This is an optimization exercise on Yosys and OpenROAD, whose aim is small area, not a production implementation. In this exercise RTL edits were held to simulation tests only and were not proved equivalent to the original. The flow treats the clock pin as an ideal source, which a real chip does not have. No activity file was given, so power comes from the tool's default toggle rates.

==> flow/design.v <==
module inputConditioner #(
    parameter int waitTime = 3,
    parameter logic resetLevel = 1'b0
) (
    input  logic clk,
    input  logic arstN,
    input  logic noisy,
    output logic conditioned,
    output logic risingEdge,
    output logic fallingEdge
);
    localparam int cntWidth = (waitTime < 1) ? 1 : $clog2(waitTime + 1);
    logic syncMeta;
    logic syncOut;
    logic [cntWidth-1:0] stableCnt;
    always_ff @(posedge clk or negedge arstN) begin
        if (!arstN) begin
            syncMeta <= resetLevel;
            syncOut  <= resetLevel;
        end else begin
            syncMeta <= noisy;
            syncOut  <= syncMeta;
        end
    end
    logic accepted;
    always_ff @(posedge clk or negedge arstN) begin
        if (!arstN) begin
            conditioned <= resetLevel;
        end else if ((syncOut != conditioned) && (stableCnt == cntWidth'(waitTime))) begin
            conditioned <= syncOut;
        end
    end
    always_ff @(posedge clk) begin
        accepted <= 1'b0;
        if (syncOut == conditioned) begin
            stableCnt <= '0;
        end else if (stableCnt == cntWidth'(waitTime)) begin
            stableCnt <= '0;
            accepted  <= 1'b1;
        end else begin
            stableCnt <= stableCnt + 1'b1;
        end
    end
    assign risingEdge  = accepted && conditioned;
    assign fallingEdge = accepted && !conditioned;
endmodule
module spiMemorySlave
#(
    parameter int waitTime = 3
) (
    input  logic clk,
    input  logic arstN,
    input  logic sclk,
    input  logic csN,
    input  logic mosi,
    output logic miso,
    output logic misoOe
);
    localparam logic [2:0] stIdle      = 3'd0;
    localparam logic [2:0] stGetAddr   = 3'd1;
    localparam logic [2:0] stReadShift = 3'd2;
    localparam logic [2:0] stWrShift   = 3'd3;
    localparam logic [2:0] stWaitCs    = 3'd4;
    logic csClean;
    logic sclkRise;
    logic sclkFall;
    logic mosiClean;
    inputConditioner #(
        .waitTime  (waitTime),
        .resetLevel(1'b1)
    ) csCond (
        .clk        (clk),
        .arstN      (arstN),
        .noisy      (csN),
        .conditioned(csClean),
        .risingEdge (),
        .fallingEdge()
    );
    inputConditioner #(
        .waitTime  (waitTime),
        .resetLevel(1'b0)
    ) sclkCond (
        .clk        (clk),
        .arstN      (arstN),
        .noisy      (sclk),
        .conditioned(),
        .risingEdge (sclkRise),
        .fallingEdge(sclkFall)
    );
    inputConditioner #(
        .waitTime  (waitTime),
        .resetLevel(1'b0)
    ) mosiCond (
        .clk        (clk),
        .arstN      (arstN),
        .noisy      (mosi),
        .conditioned(mosiClean),
        .risingEdge (),
        .fallingEdge()
    );
    logic [2:0] state;
    logic [2:0] bitCnt;
    logic       shiftEn;
    logic       lastBit;
    assign shiftEn = sclkRise &&
                     ((state == stGetAddr) || (state == stWrShift) || (state == stReadShift));
    assign lastBit = shiftEn && (bitCnt == 3'd7);
    logic [6:0] addr;
    logic [7:0] dataReg;
    logic [2:0] wAddrHi;
    logic       wPending;
    logic [4:0]    phase;
    logic          clearing;
    logic [1023:0] mem;
    logic [1023:0] memNext;
    logic [3:0]    ins;
    logic [7:0]    insData;
    logic          wIns;
    logic [6:0]    wAddr;
    logic          eq3;
    logic          eq4;
    always_ff @(posedge clk or negedge arstN) begin
        if (!arstN) begin
            state    <= stIdle;
            wPending <= 1'b0;
        end else begin
            if (wIns) begin
                wPending <= 1'b0;
            end
            if (csClean) begin
                state <= stIdle;
            end else begin
                case (state)
                    stIdle: begin
                        state <= stGetAddr;
                    end
                    stGetAddr: begin
                        if (lastBit) begin
                            state <= mosiClean ? stReadShift : stWrShift;
                        end
                    end
                    stReadShift: begin
                        if (lastBit) begin
                            state <= stWaitCs;
                        end
                    end
                    stWrShift: begin
                        if (lastBit) begin
                            state    <= stWaitCs;
                            wPending <= 1'b1;
                        end
                    end
                    stWaitCs: begin
                        state <= stWaitCs;
                    end
                    default: begin
                        state <= stIdle;
                    end
                endcase
            end
        end
    end
    always_ff @(posedge clk) begin
        if (csClean || (state == stIdle)) begin
            bitCnt <= '0;
        end else if (shiftEn) begin
            bitCnt <= bitCnt + 1'b1;
        end
    end
    always_ff @(posedge clk) begin
        for (int i = 0; i < 7; i++) begin
            if (shiftEn && (state == stGetAddr) && (bitCnt == 3'(6 - i))) begin
                addr[i] <= mosiClean;
            end
        end
        if (lastBit && (state == stWrShift)) begin
            wAddrHi <= addr[6:4];
        end
    end
    always_ff @(posedge clk or negedge arstN) begin
        if (!arstN) begin
            phase    <= '0;
            clearing <= 1'b1;
        end else begin
            phase <= phase + 1'b1;
            if (phase == 5'd31) begin
                clearing <= 1'b0;
            end
        end
    end
    assign wAddr   = {wAddrHi, addr[3:0]};
    assign eq3     = (phase[2:0] == addr[2:0]);
    assign eq4     = eq3 && (phase[3] == addr[3]);
    assign wIns    = wPending && eq4 && (phase[4] == wAddrHi[0]);
    assign insData = dataReg;
    for (genvar r = 0; r < 4; r++) begin : gRing
        assign ins[r] = clearing || (wIns && (wAddr[6:5] == 2'(r)));
        assign memNext[(r*32)*8 +: 8] = ins[r] ? insData : mem[(r*32+31)*8 +: 8];
        for (genvar k = 1; k < 32; k++) begin : gSlot
            assign memNext[(r*32+k)*8 +: 8] = mem[(r*32+k-1)*8 +: 8];
        end
    end
    always_ff @(posedge clk) begin
        mem <= memNext;
    end
    logic [15:0] tap7;
    logic [7:0]  tap6;
    logic [7:0]  tap5;
    logic [19:0] tapLow;
    logic [1:0]  sel7;
    logic        sel65;
    logic        rdEn;
    for (genvar r = 0; r < 4; r++) begin : gTap
        for (genvar j = 0; j < 4; j++) begin : gT7
            assign tap7[r*4+j] = mem[(r*32+8*j+7)*8 + 7];
        end
        for (genvar j = 0; j < 2; j++) begin : gT65
            assign tap6[r*2+j] = mem[(r*32+16*j+15)*8 + 6];
            assign tap5[r*2+j] = mem[(r*32+16*j+15)*8 + 5];
        end
        for (genvar b = 0; b < 5; b++) begin : gTL
            assign tapLow[b*4+r] = mem[(r*32+31)*8 + b];
        end
    end
    assign sel7  = phase[4:3] - addr[4:3] - 2'd1;
    assign sel65 = ~(phase[4] ^ addr[4]);
    assign rdEn = ((state == stGetAddr) && (bitCnt == 3'd7)) || (state == stReadShift);
    always_ff @(posedge clk or negedge arstN) begin
        if (!arstN) begin
            dataReg <= '0;
        end else if (shiftEn && (state == stWrShift)) begin
            dataReg <= {dataReg[6:0], mosiClean};
        end else if (rdEn) begin
            if (eq3) begin
                dataReg[7] <= tap7[{addr[6:5], sel7}];
            end
            if (eq4) begin
                dataReg[6] <= tap6[{addr[6:5], sel65}];
                dataReg[5] <= tap5[{addr[6:5], sel65}];
            end
            if (eq4 && (phase[4] == addr[4])) begin
                for (int b = 0; b < 5; b++) begin
                    dataReg[b] <= tapLow[b*4 + addr[6:5]];
                end
            end
        end
    end
    always_ff @(posedge clk or negedge arstN) begin
        if (!arstN) begin
            miso   <= 1'b0;
            misoOe <= 1'b0;
        end else if (csClean) begin
            miso   <= 1'b0;
            misoOe <= 1'b0;
        end else if (sclkFall) begin
            if (state == stReadShift) begin
                miso   <= dataReg[~bitCnt];
                misoOe <= 1'b1;
            end else begin
                miso   <= 1'b0;
                misoOe <= 1'b0;
            end
        end
    end
endmodule
export LEC_CHECK = 0
export CAP_MARGIN = 20
export CORE_MARGIN = 2
export CORE_UTILIZATION = 40
export SLEW_MARGIN = 20
create_clock -name core_clock -period 8.0 [get_ports {clk}]
standard.sh (not shown) runs the stock make flow with config.mk's settings and CLKGATE_MAP_FILE= SYNTH_SCRIPT=/design/flow/synth_recipe.tcl, a recipe that flattens the netlist after the stock synthesis.
==> flow/flow/run.sh <==
#!/bin/bash
# standard layout, with the clock tree built without dummy loads
set -euo pipefail
export CTS_ARGS="-sink_clustering_enable -repair_clock_nets -dont_use_dummy_load -buf_list sky130_fd_sc_hd__clkbuf_16 -root_buf sky130_fd_sc_hd__clkbuf_8 -tree_buf sky130_fd_sc_hd__clkbuf_8 -sink_clustering_buffer sky130_fd_sc_hd__clkbuf_16 -sink_clustering_size 40 -sink_clustering_max_diameter 60"
export BUFFER_PORTS_ARGS="-buffer_cell sky130_fd_sc_hd__buf_1"
bash standard.sh > standard_make.log 2>&1
The baseline went through all stages and came out clean.
Next try:
==> flow/flow/run.sh (replaced) <==
#!/bin/bash
# standard layout, with the clock tree built without dummy loads
set -euo pipefail
export CTS_ARGS="-sink_clustering_enable -repair_clock_nets -dont_use_dummy_load -buf_list sky130_fd_sc_hd__clkbuf_16 -root_buf sky130_fd_sc_hd__clkbuf_8 -tree_buf sky130_fd_sc_hd__clkbuf_8 -sink_clustering_buffer sky130_fd_sc_hd__clkbuf_16 -sink_clustering_size 36 -sink_clustering_max_diameter 80 -clustering_unbalance_ratio 1.0"
export BUFFER_PORTS_ARGS="-buffer_cell sky130_fd_sc_hd__buf_1"
bash standard.sh > standard_make.log 2>&1
After rerunning:
- via count barely changes
- count of clock-buffer cells in the layout went down by 3
- worst setup slack is worse by 0.015 ns
- sequential power is about the same
- design area is about the same
- clock power went down by about 3%
- non-clock buffer count is unchanged
- power went down by 0.89%
- global-route usage is about the same
- flip-flop and latch count does not change
- final cell count is about the same
Next try:
==> flow/flow/run.sh (replaced) <==
#!/bin/bash
# standard layout, with the clock tree built without dummy loads
set -euo pipefail
export CTS_ARGS="-sink_clustering_enable -repair_clock_nets -dont_use_dummy_load -buf_list sky130_fd_sc_hd__clkbuf_16 -root_buf sky130_fd_sc_hd__clkbuf_8 -tree_buf sky130_fd_sc_hd__clkbuf_8 -sink_clustering_buffer sky130_fd_sc_hd__clkbuf_16 -sink_clustering_size 36 -sink_clustering_max_diameter 80 -clustering_exponent 2"
export BUFFER_PORTS_ARGS="-buffer_cell sky130_fd_sc_hd__buf_1"
bash standard.sh > standard_make.log 2>&1
=>
- count of clock-buffer cells in the layout does not change
- total power stays the same
- wire length stays the same
Next try:
==> flow/flow/run.sh (replaced) <==
#!/bin/bash
# standard layout; the clock tree is built without dummy loads, with
# clkbuf_16 leaves and clkbuf_8 above them, then each leaf buffer is shrunk
# to the smallest clkbuf that keeps its clock-pin slew in margin; the ports
# get buf_1 buffers
set -euo pipefail
here=$(pwd)
export CTS_ARGS="-sink_clustering_enable -repair_clock_nets -dont_use_dummy_load -buf_list sky130_fd_sc_hd__clkbuf_16 -sink_clustering_size 36 -sink_clustering_max_diameter 80 -root_buf sky130_fd_sc_hd__clkbuf_8 -tree_buf sky130_fd_sc_hd__clkbuf_8 -sink_clustering_buffer sky130_fd_sc_hd__clkbuf_16"
export BUFFER_PORTS_ARGS="-buffer_cell sky130_fd_sc_hd__buf_1"
export POST_CTS_TCL="$here/flow/leaf_resize.tcl"
bash standard.sh > standard_make.log 2>&1
==> flow/flow/leaf_resize.tcl (new file) <==
# After clock tree synthesis: give each leaf clock buffer the smallest clkbuf
# that keeps the estimated slew at its flip-flop clock pins under a margin.
set leaf_slew_limit 0.110
set leaf_cells {sky130_fd_sc_hd__clkbuf_4 sky130_fd_sc_hd__clkbuf_8}
set block [ord::get_db_block]
estimate_parasitics -placement

proc leaf_worst_slew { inst } {
  set net [[$inst findITerm X] getNet]
  set worst 0
  foreach it [$net getITerms] {
    if { [$it isOutputSignal] } { continue }
    set p [get_pins "[[$it getInst] getName]/[[$it getMTerm] getName]"]
    set s [get_property $p slew_max]
    if { $s > $worst } { set worst $s }
  }
  return $worst
}

foreach inst [$block getInsts] {
  set orig [[$inst getMaster] getName]
  if { ![string match "clkbuf_leaf_*" [$inst getName]] } { continue }
  set done 0
  foreach cell $leaf_cells {
    replace_cell $inst $cell
    estimate_parasitics -placement
    set s [leaf_worst_slew $inst]
    if { $s <= $leaf_slew_limit } {
      puts "leaf_resize: [$inst getName] $orig -> $cell slew [format %.4f $s]"
      set done 1
      break
    }
  }
  if { !$done } {
    replace_cell $inst $orig
    estimate_parasitics -placement
    puts "leaf_resize: [$inst getName] keeps $orig slew [format %.4f [leaf_worst_slew $inst]]"
  }
}
Outcome: The changed run ended with an error in 4_1_cts on STA-0124; synthesized area is unchanged; synthesized cell count stays the same.
Next try:
==> flow/flow/run.sh (replaced) <==
#!/bin/bash
# standard layout, with the clock tree built without dummy loads
set -euo pipefail
export CTS_ARGS="-sink_clustering_enable -repair_clock_nets -dont_use_dummy_load -buf_list sky130_fd_sc_hd__clkbuf_16 -root_buf sky130_fd_sc_hd__clkbuf_8 -tree_buf sky130_fd_sc_hd__clkbuf_8 -sink_clustering_buffer sky130_fd_sc_hd__clkbuf_16 -sink_clustering_size 36 -sink_clustering_max_diameter 80 -clustering_unbalance_ratio 0.2"
export BUFFER_PORTS_ARGS="-buffer_cell sky130_fd_sc_hd__buf_1"
bash standard.sh > standard_make.log 2>&1
removed: flow/flow/leaf_resize.tcl
What happened: The changed run finished clean; area after synthesis is unchanged; synthesized cell count does not change.
Next try:
==> flow/flow/run.sh (replaced) <==
#!/bin/bash
# standard layout, with the clock tree built without dummy loads
set -euo pipefail
export CTS_ARGS="-sink_clustering_enable -repair_clock_nets -dont_use_dummy_load -buf_list sky130_fd_sc_hd__clkbuf_16 -root_buf sky130_fd_sc_hd__clkbuf_8 -tree_buf sky130_fd_sc_hd__clkbuf_8 -sink_clustering_buffer sky130_fd_sc_hd__clkbuf_16 -sink_clustering_size 36 -sink_clustering_max_diameter 60"
export BUFFER_PORTS_ARGS="-buffer_cell sky130_fd_sc_hd__buf_1"
bash standard.sh > standard_make.log 2>&1
What happened: The new run completed with no timing, DRC or antenna violations. Flip-flop and latch count does not change. Synthesized cell count stays the same. Cell count barely changes. Count of clock-buffer cells in the layout increases by 4.

## afterwards: timing with drivers on the ports
Ports are ideal in the flow. The routed layouts listed here were re-timed in OpenROAD.
Step 1 sets driving cells, clkbuf_16 on the clock port and buf_2 on the other inputs (assumed; they add their load-dependent delay and slew).
Step 2 adds t to the input delays and takes it off the output delays; t is the mean of the earliest and latest rising clock arrival at the registers after step 1. Input paths then give back, and output paths get back, about the clock's delay inside the block.
Slacks: no drivers / after step 1 / after step 2; pairs: no drivers / after step 1.
run	t (ns)	setup WS [ns]	pins driven straight from the clock port
the first run	0.714	5.232 / 5.182 / 5.533	1
the second run	0.702	5.217 / 5.166 / 5.552	1
the third run	0.702	5.217 / 5.166 / 5.552	1
the fifth run	0.734	5.094 / 5.043 / 5.555	1
the sixth run	0.707	5.242 / 5.189 / 5.552	1
After both steps every run listed still meets setup and hold.
